Context: an optimization exercise on an open-source flow, tuned for small area, a short achievable clock period and few clock cycles. The choices shown serve that exercise and are no tape-out recipe. Power figures rest on the tool's default switching activity, not on a simulated workload.

==> module eth_txdma, before the edit <==
module eth_txdma #(
    parameter int DEPTH = 8                       
) (
    input  logic                  clk,
    input  logic                  reset,
    input  logic                  tx_en,
    input  txdma_pkg::bd_index_t  max_tx_bd,
    input  logic                  bd_wait,
    input  txdma_pkg::desc_t      bd_desc,
    input  txdma_pkg::addr_t      bd_ptr,
    input  txdma_pkg::tx_status_t tx_stat,
    input  logic                  tx_stat_valid,
    output logic                  bd_read,
    output logic                  bd_write,
    output txdma_pkg::bd_index_t  bd_index,
    output txdma_pkg::desc_t      bd_writedata,
    output logic                  tx_stat_ack,
    output logic                  per_packet_pad,
    output logic                  per_packet_crc,
    output logic                  txb_irq,
    output logic                  txe_irq,
    input  logic                  av_waitrequest,
    input  txdma_pkg::data_t      av_readdata,
    input  logic                  av_readdatavalid,
    output logic                  av_read,
    output txdma_pkg::addr_t      av_address,
    input  logic                  tx_ack,
    output txdma_pkg::byte_t      tx_data,
    output logic                  tx_dv,
    output logic                  tx_sop,
    output logic                  tx_eop
);
    localparam int FIFO_AW = $clog2(DEPTH);
    logic        st_rd;                  
    logic        st_dma;                 
    logic        st_wr;                  
    logic [15:0] len;                    
    logic [5:0]  flags;                  
    txdma_pkg::tx_status_t stat;
    logic        take;
    logic        wr_ok;
    logic        stat_err;
    assign bd_read     = st_rd;
    assign bd_write    = st_wr;
    assign take        = st_rd & ~bd_wait & bd_desc[txdma_pkg::BIT_READY];
    assign wr_ok       = st_wr & ~bd_wait;
    assign stat_err    = |(stat & txdma_pkg::STAT_ERR_MASK);
    assign bd_writedata   = {len, 1'b0, flags, stat};
    assign per_packet_pad = flags[txdma_pkg::BIT_PAD - 9];
    assign per_packet_crc = flags[txdma_pkg::BIT_CRC - 9];
    always_ff @(posedge clk or posedge reset) begin
        if (reset) begin
            st_rd       <= 1'b0;
            st_dma      <= 1'b0;
            st_wr       <= 1'b0;
            tx_stat_ack <= 1'b0;
            txb_irq     <= 1'b0;
            txe_irq     <= 1'b0;
            bd_index    <= '0;
        end else begin
            tx_stat_ack <= st_dma & tx_stat_valid & ~tx_stat_ack;
            txb_irq     <= wr_ok & flags[txdma_pkg::BIT_IRQ - 9] & ~stat_err;
            txe_irq     <= wr_ok & flags[txdma_pkg::BIT_IRQ - 9] & stat_err;
            if (tx_en & ~st_rd & ~st_dma & ~st_wr) begin
                st_rd <= 1'b1;
            end
            if (take) begin
                st_rd  <= 1'b0;
                st_dma <= 1'b1;
            end
            if (tx_stat_ack) begin
                st_dma <= 1'b0;
                st_wr  <= 1'b1;
            end
            if (wr_ok) begin
                st_wr <= 1'b0;
                st_rd <= 1'b1;
                if (flags[txdma_pkg::BIT_WRAP - 9] || bd_index == max_tx_bd) begin
                    bd_index <= '0;
                end else begin
                    bd_index <= bd_index + 7'd1;
                end
            end
        end
    end
    always_ff @(posedge clk) begin
        if (take) begin
            len   <= bd_desc[31:16];
            flags <= bd_desc[14:9];
        end
        if (tx_stat_ack) begin
            stat <= tx_stat;
        end
    end
    logic [29:0]        addr;            
    logic [13:0]        icnt;            
    logic               itail;           
    logic               more;            
    logic               more_nx;         
    logic [DEPTH-1:0]   occ;             
    logic               full_nx;         
    logic               rd_ok;
    logic               pop;
    assign av_address = {addr, 2'b00};
    assign rd_ok      = av_read & ~av_waitrequest;
    assign more_nx    = (|icnt[13:1]) | (icnt[0] & itail) | (more & ~rd_ok);
    assign full_nx    = (occ[DEPTH-1] & ~(pop & ~rd_ok)) | (occ[DEPTH-2] & rd_ok & ~pop);
    always_ff @(posedge clk or posedge reset) begin
        if (reset) begin
            occ     <= '0;
            av_read <= 1'b0;
            more    <= 1'b0;
        end else begin
            av_read <= take | (st_dma & more_nx & ~full_nx);
            more    <= take | more_nx;
            if (rd_ok & ~pop) begin
                occ <= {occ[DEPTH-2:0], 1'b1};
            end else if (pop & ~rd_ok) begin
                occ <= {1'b0, occ[DEPTH-1:1]};
            end
        end
    end
    always_ff @(posedge clk) begin
        if (take) begin
            addr  <= bd_ptr[31:2];
            icnt  <= bd_desc[31:18];
            itail <= |bd_desc[17:16];
        end else if (rd_ok) begin
            addr <= addr + 30'd1;
            if (|icnt) icnt <= icnt - 14'd1;
            else       itail <= 1'b0;
        end
    end
    txdma_pkg::data_t   mem [DEPTH];
    logic [FIFO_AW-1:0] wptr;
    logic [FIFO_AW-1:0] rptr;
    logic               wlap;            
    logic               rlap;
    logic               empty;
    assign empty = (wptr == rptr) & (wlap == rlap);
    always_ff @(posedge clk or posedge reset) begin
        if (reset) begin
            wptr <= '0;
            rptr <= '0;
            wlap <= 1'b0;
            rlap <= 1'b0;
        end else begin
            if (av_readdatavalid) begin
                if (wptr == FIFO_AW'(DEPTH - 1)) begin
                    wptr <= '0;
                    wlap <= ~wlap;
                end else begin
                    wptr <= wptr + 1'b1;
                end
            end
            if (pop) begin
                if (rptr == FIFO_AW'(DEPTH - 1)) begin
                    rptr <= '0;
                    rlap <= ~rlap;
                end else begin
                    rptr <= rptr + 1'b1;
                end
            end
        end
    end
    always_ff @(posedge clk) begin
        if (av_readdatavalid) mem[wptr] <= av_readdata;
    end
    logic [31:0] cw;                     
    logic [1:0]  lane;                   
    logic        cw_final;               
    logic        first;                  
    logic        final_w;                
    logic        shift;
    assign tx_data = cw[7:0];
    assign final_w = ~more & occ[0] & ~occ[1];
    assign shift   = tx_dv & tx_ack & ~tx_eop & (lane != 2'd3);
    assign pop     = st_dma & ~empty & (~tx_dv | (tx_ack & (lane == 2'd3)));
    always_ff @(posedge clk or posedge reset) begin
        if (reset) begin
            tx_dv <= 1'b0;
        end else if (pop) begin
            tx_dv <= 1'b1;
        end else if (tx_ack & (tx_eop | (lane == 2'd3))) begin
            tx_dv <= 1'b0;
        end
    end
    always_ff @(posedge clk) begin
        if (take) begin
            first <= 1'b1;
        end else if (pop) begin
            first <= 1'b0;
        end
        if (pop) begin
            cw       <= mem[rptr];
            lane     <= 2'd0;
            cw_final <= final_w;
            tx_sop   <= first;
            tx_eop   <= final_w & (len[1:0] == 2'd1);
        end else if (shift) begin
            cw[23:0] <= cw[31:8];
            lane     <= lane + 2'd1;
            tx_sop   <= 1'b0;
            tx_eop   <= cw_final & (lane == len[1:0] - 2'd2);
        end
    end
endmodule
export LEC_CHECK = 0
export ABC_CLOCK_PERIOD_IN_PS = 2200
export CAP_MARGIN = 20
export CORE_MARGIN = 2
export CORE_UTILIZATION = 45
export SETUP_SLACK_MARGIN = 2.8
export SLEW_MARGIN = 20
create_clock -name core_clock -period 5.0 [get_ports {clk}]
run.sh (not shown) runs the stock make flow with config.mk's settings and CLKGATE_MAP_FILE= SYNTH_SCRIPT=/design/flow/synth_recipe.tcl, a recipe that flattens the netlist after the stock synthesis.
The starting point finished with timing, DRC and antenna clean.
Rerun with:
--- a/flow/design.v
+++ b/flow/design.v
@@ -12,9 +12,9 @@
     localparam int BIT_CRC    = 11;
     localparam tx_status_t STAT_ERR_MASK = 9'h10F;
 endpackage
 module eth_txdma #(
-    parameter int DEPTH = 8                       
+    parameter int DEPTH = 7                       
 ) (
     input  logic                  clk,
     input  logic                  reset,
     input  logic                  tx_en,
Effect:
- power decreases by a little under a tenth
- synthesized area decreases by a little under a tenth
- clock-buffer cell count decreases by 2
- hold slack is worse by 7.8 ps
- wire length decreases by a few percent
- worst setup slack is better by 23 ps
- clock power decreases by a few percent
- fmax increases slightly
- sequential power decreases by a little under a tenth
- synthesized cell count increases by a few percent
- core utilization increases by 0.17 points
- flip-flop and latch count decreases by 33
Function was not checked in any run of this note: the RTL went through the layout flow alone.

The RTL this note starts from:
==> flow/design.v <==
package txdma_pkg;
    typedef logic [31:0] desc_t;         
    typedef logic [31:0] addr_t;         
    typedef logic [31:0] data_t;         
    typedef logic [7:0]  byte_t;         
    typedef logic [6:0]  bd_index_t;     
    typedef logic [8:0]  tx_status_t;    
    localparam int BIT_READY  = 15;      
    localparam int BIT_IRQ    = 14;      
    localparam int BIT_WRAP   = 13;      
    localparam int BIT_PAD    = 12;
    localparam int BIT_CRC    = 11;
    localparam tx_status_t STAT_ERR_MASK = 9'h10F;
endpackage
module eth_txdma #(
    parameter int DEPTH = 7                       
) (
    input  logic                  clk,
    input  logic                  reset,
    input  logic                  tx_en,
    input  txdma_pkg::bd_index_t  max_tx_bd,
    input  logic                  bd_wait,
    input  txdma_pkg::desc_t      bd_desc,
    input  txdma_pkg::addr_t      bd_ptr,
    input  txdma_pkg::tx_status_t tx_stat,
    input  logic                  tx_stat_valid,
    output logic                  bd_read,
    output logic                  bd_write,
    output txdma_pkg::bd_index_t  bd_index,
    output txdma_pkg::desc_t      bd_writedata,
    output logic                  tx_stat_ack,
    output logic                  per_packet_pad,
    output logic                  per_packet_crc,
    output logic                  txb_irq,
    output logic                  txe_irq,
    input  logic                  av_waitrequest,
    input  txdma_pkg::data_t      av_readdata,
    input  logic                  av_readdatavalid,
    output logic                  av_read,
    output txdma_pkg::addr_t      av_address,
    input  logic                  tx_ack,
    output txdma_pkg::byte_t      tx_data,
    output logic                  tx_dv,
    output logic                  tx_sop,
    output logic                  tx_eop
);
    localparam int FIFO_AW = 3;                  
    logic        st_rd;                  
    logic        st_dma;                 
    logic        st_wr;                  
    logic [15:0] len;                    
    logic [5:0]  flags;                  
    txdma_pkg::tx_status_t stat;
    logic        take;
    logic        wr_ok;
    logic        stat_err;
    assign bd_read     = st_rd;
    assign bd_write    = st_wr;
    assign take        = st_rd & ~bd_wait & bd_desc[txdma_pkg::BIT_READY];
    assign wr_ok       = st_wr & ~bd_wait;
    assign stat_err    = |(stat & txdma_pkg::STAT_ERR_MASK);
    assign bd_writedata   = {len, 1'b0, flags, stat};
    assign per_packet_pad = flags[txdma_pkg::BIT_PAD - 9];
    assign per_packet_crc = flags[txdma_pkg::BIT_CRC - 9];
    always_ff @(posedge clk or posedge reset) begin
        if (reset) begin
            st_rd       <= 1'b0;
            st_dma      <= 1'b0;
            st_wr       <= 1'b0;
            tx_stat_ack <= 1'b0;
            txb_irq     <= 1'b0;
            txe_irq     <= 1'b0;
            bd_index    <= '0;
        end else begin
            tx_stat_ack <= st_dma & tx_stat_valid & ~tx_stat_ack;
            txb_irq     <= wr_ok & flags[txdma_pkg::BIT_IRQ - 9] & ~stat_err;
            txe_irq     <= wr_ok & flags[txdma_pkg::BIT_IRQ - 9] & stat_err;
            if (tx_en & ~st_rd & ~st_dma & ~st_wr) begin
                st_rd <= 1'b1;
            end
            if (take) begin
                st_rd  <= 1'b0;
                st_dma <= 1'b1;
            end
            if (tx_stat_ack) begin
                st_dma <= 1'b0;
                st_wr  <= 1'b1;
            end
            if (wr_ok) begin
                st_wr <= 1'b0;
                st_rd <= 1'b1;
                if (flags[txdma_pkg::BIT_WRAP - 9] || bd_index == max_tx_bd) begin
                    bd_index <= '0;
                end else begin
                    bd_index <= bd_index + 7'd1;
                end
            end
        end
    end
    always_ff @(posedge clk) begin
        len   <= ({16{take}} & bd_desc[31:16]) | ({16{~take}} & len);
        flags <= ({6{take}} & bd_desc[14:9]) | ({6{~take}} & flags);
        stat  <= ({9{tx_stat_ack}} & tx_stat) | ({9{~tx_stat_ack}} & stat);
    end
    logic [29:0]        addr;            
    logic [13:0]        wcnt;            
    logic               more;            
    logic               more_nx;         
    logic [DEPTH-1:0]   occ;             
    logic               full_nx;         
    logic               rd_ok;
    logic               pop;
    assign av_address = {addr, 2'b00};
    assign rd_ok      = av_read & ~av_waitrequest;
    assign more_nx    = more & ((|wcnt[13:1]) | (wcnt[0] & (|len[1:0])) | ~rd_ok);
    assign full_nx    = (occ[DEPTH-1] & ~(pop & ~rd_ok)) | (occ[DEPTH-2] & rd_ok & ~pop);
    always_ff @(posedge clk or posedge reset) begin
        if (reset) begin
            occ     <= '0;
            av_read <= 1'b0;
            more    <= 1'b0;
        end else begin
            av_read <= take | (st_dma & more_nx & ~full_nx);
            more    <= take | more_nx;
            if (rd_ok & ~pop) begin
                occ <= {occ[DEPTH-2:0], 1'b1};
            end else if (pop & ~rd_ok) begin
                occ <= {1'b0, occ[DEPTH-1:1]};
            end
        end
    end
    logic [29:0] addr_inc;
    logic [29:0] addr_nx;
    assign addr_inc = addr + 30'd1;
    assign addr_nx  = ({30{rd_ok}} & addr_inc) | ({30{~rd_ok}} & addr);
    always_ff @(posedge clk) begin
        addr <= ({30{take}} & bd_ptr[31:2]) | ({30{~take}} & addr_nx);
        if (take) begin
            wcnt <= bd_desc[31:18];
        end else if (rd_ok) begin
            wcnt <= wcnt - 14'd1;
        end
    end
    txdma_pkg::data_t   mem [DEPTH];
    logic [FIFO_AW-1:0] wptr;
    logic [DEPTH-1:0]   rsel;            
    txdma_pkg::data_t   head;
    logic [DEPTH-1:0]   stored;          
    always_ff @(posedge clk or posedge reset) begin
        if (reset) begin
            wptr   <= '0;
            rsel   <= DEPTH'(1);
            stored <= '0;
        end else begin
            if (av_readdatavalid) begin
                wptr <= (wptr == FIFO_AW'(DEPTH - 1)) ? '0 : wptr + 1'b1;
            end
            if (pop) begin
                rsel <= {rsel[DEPTH-2:0], rsel[DEPTH-1]};
            end
            if (av_readdatavalid & ~pop) begin
                stored <= {stored[DEPTH-2:0], 1'b1};
            end else if (pop & ~av_readdatavalid) begin
                stored <= {1'b0, stored[DEPTH-1:1]};
            end
        end
    end
    always_ff @(posedge clk) begin
        if (av_readdatavalid) mem[wptr] <= av_readdata;
    end
    always_comb begin
        head = '0;
        for (int i = 0; i < DEPTH; i++) begin
            head = head | (mem[i] & {32{rsel[i]}});
        end
    end
    logic [31:8] cw;                     
    logic [1:0]  lane;                   
    logic        cw_final;               
    logic        first;                  
    logic        final_w;                
    logic        shift;
    logic [7:0]  data_nx;
    logic        sop_nx;
    logic        eop_nx;
    assign data_nx = ({8{pop}} & head[7:0]) | ({8{shift}} & cw[15:8]) | ({8{~pop & ~shift}} & tx_data);
    assign sop_nx  = (pop & first) | (~pop & ~shift & tx_sop);
    assign eop_nx  = (pop & final_w & (len[1:0] == 2'd1))
                   | (shift & cw_final & (lane == len[1:0] - 2'd2))
                   | (~pop & ~shift & tx_eop);
    assign final_w = ~more & occ[0] & ~occ[1];
    assign shift   = tx_dv & tx_ack & ~tx_eop & (lane != 2'd3);
    assign pop     = stored[0] & (~tx_dv | (tx_ack & (lane == 2'd3)));
    always_ff @(posedge clk or posedge reset) begin
        if (reset) begin
            tx_dv <= 1'b0;
        end else if (pop) begin
            tx_dv <= 1'b1;
        end else if (tx_ack & (tx_eop | (lane == 2'd3))) begin
            tx_dv <= 1'b0;
        end
    end
    always_ff @(posedge clk) begin
        if (take) begin
            first <= 1'b1;
        end else if (pop) begin
            first <= 1'b0;
        end
        tx_data <= data_nx;
        tx_sop  <= sop_nx;
        tx_eop  <= eop_nx;
        if (pop) begin
            cw       <= head[31:8];
            lane     <= 2'd0;
            cw_final <= final_w;
        end else if (shift) begin
            cw[23:8] <= cw[31:16];
            lane     <= lane + 2'd1;
        end
    end
endmodule
Settings: LEC_CHECK=0, ABC_CLOCK_PERIOD_IN_PS=2200, CAP_MARGIN=20, CORE_MARGIN=2, CORE_UTILIZATION=65, CTS_CLUSTER_DIAMETER=100, CTS_CLUSTER_SIZE=26, PLACE_DENSITY=0.72, SETUP_SLACK_MARGIN=2.8, SLEW_MARGIN=20; clock period 5.0 ns.
standard.sh (not shown) runs the stock make flow with config.mk's settings and CLKGATE_MAP_FILE= SYNTH_SCRIPT=/design/flow/synth_recipe.tcl, a recipe that flattens the netlist after the stock synthesis.
==> flow/flow/run.sh <==
#!/bin/bash
# Standard layout, with plain buffers (not delay cells) on the ports.
set -euo pipefail
export BUFFER_PORTS_ARGS="-buffer_cell sky130_fd_sc_hd__buf_2"
bash standard.sh finish > standard.log 2>&1
The first run passed the timing, design-rule and antenna checks.
Next try:
--- a/flow/design.v
+++ b/flow/design.v
@@ -51,5 +51,5 @@
     logic [15:0] len;                    
     logic [5:0]  flags;                  
-    txdma_pkg::tx_status_t stat;
+    txdma_pkg::tx_status_t stat;         
     logic        take;
     logic        wr_ok;
@@ -99,7 +99,8 @@
     end
     always_ff @(posedge clk) begin
-        len   <= ({16{take}} & bd_desc[31:16]) | ({16{~take}} & len);
-        flags <= ({6{take}} & bd_desc[14:9]) | ({6{~take}} & flags);
-        stat  <= ({9{tx_stat_ack}} & tx_stat) | ({9{~tx_stat_ack}} & stat);
+        if (take) begin
+            len   <= bd_desc[31:16];
+            flags <= bd_desc[14:9];
+        end
     end
     logic [29:0]        addr;            
@@ -130,13 +131,10 @@
         end
     end
-    logic [29:0] addr_inc;
-    logic [29:0] addr_nx;
-    assign addr_inc = addr + 30'd1;
-    assign addr_nx  = ({30{rd_ok}} & addr_inc) | ({30{~rd_ok}} & addr);
-    always_ff @(posedge clk) begin
-        addr <= ({30{take}} & bd_ptr[31:2]) | ({30{~take}} & addr_nx);
+    always_ff @(posedge clk) begin
         if (take) begin
+            addr <= bd_ptr[31:2];
             wcnt <= bd_desc[31:18];
         end else if (rd_ok) begin
+            addr <= addr + 30'd1;
             wcnt <= wcnt - 14'd1;
         end
@@ -168,5 +166,7 @@
     always_ff @(posedge clk) begin
         if (av_readdatavalid) mem[wptr] <= av_readdata;
-    end
+        if (tx_stat_ack) mem[0][8:0] <= tx_stat;
+    end
+    assign stat = mem[0][8:0];
     always_comb begin
         head = '0;
@@ -175,5 +175,5 @@
         end
     end
-    logic [31:8] cw;                     
+    logic [31:0] cw;                     
     logic [1:0]  lane;                   
     logic        cw_final;               
@@ -181,12 +181,5 @@
     logic        final_w;                
     logic        shift;
-    logic [7:0]  data_nx;
-    logic        sop_nx;
-    logic        eop_nx;
-    assign data_nx = ({8{pop}} & head[7:0]) | ({8{shift}} & cw[15:8]) | ({8{~pop & ~shift}} & tx_data);
-    assign sop_nx  = (pop & first) | (~pop & ~shift & tx_sop);
-    assign eop_nx  = (pop & final_w & (len[1:0] == 2'd1))
-                   | (shift & cw_final & (lane == len[1:0] - 2'd2))
-                   | (~pop & ~shift & tx_eop);
+    assign tx_data = cw[7:0];
     assign final_w = ~more & occ[0] & ~occ[1];
     assign shift   = tx_dv & tx_ack & ~tx_eop & (lane != 2'd3);
@@ -207,14 +200,15 @@
             first <= 1'b0;
         end
-        tx_data <= data_nx;
-        tx_sop  <= sop_nx;
-        tx_eop  <= eop_nx;
         if (pop) begin
-            cw       <= head[31:8];
+            cw       <= head;
             lane     <= 2'd0;
             cw_final <= final_w;
+            tx_sop   <= first;
+            tx_eop   <= final_w & (len[1:0] == 2'd1);
         end else if (shift) begin
-            cw[23:8] <= cw[31:16];
+            cw[23:0] <= cw[31:8];
             lane     <= lane + 2'd1;
+            tx_sop   <= 1'b0;
+            tx_eop   <= cw_final & (lane == len[1:0] - 2'd2);
         end
     end
After rerunning:
- global-route usage decreases by 0.17 points
- routed wire length came out higher slightly
- die area is about the same
- area after synthesis hardly moves
- total power went up slightly
- core utilization falls by 0.22 points
- via count grows slightly
- register-to-register slack degrades by 110 ps
- worst setup slack gets worse by 140 ps
- clock-buffer cell count falls by 2
- worst hold slack got worse by 28 ps
- final area barely changes
- synthesized cell count goes up by a few percent
- first-iteration DRC count climbs by a quarter to a third
No functional check of the RTL was part of any run of this note.

[what the ideal ports hide]
In the flow no input, the clock included, has a driving cell. The finished layouts below were timed again as built, in two steps. Step 1, drivers: a clkbuf_16 drives clk and a buf_2 each remaining input, both assumed. Step 2 moves the port delays by t, midway between the first and last clock arrival at a register: inputs arrive t later, outputs are due t later. That takes back most of the time a late clock gives input paths. Slacks: no drivers / after step 1 / after step 2; pairs: no drivers / after step 1.
run	t (ns)	setup slack, ns	clock arrival spread, ns	worst slew at a driven data input, ns
the first run of note 1	0.586	2.804 / 2.767 / 2.230	0.015 / 0.014	0.08
the second run of note 1	0.575	2.827 / 2.778 / 2.274	0.023 / 0.023	0.08
the first run of note 2	0.548	2.829 / 2.780 / 2.406	0.027 / 0.027	0.07
the second run of note 2	0.572	2.686 / 2.693 / 2.121	0.021 / 0.021	0.08
After both steps setup and hold are still met in every run listed. For the first run of note 1, which loses most, drivers alone change the setup slack by -0.037 ns; drivers and shift together by -0.574 ns.
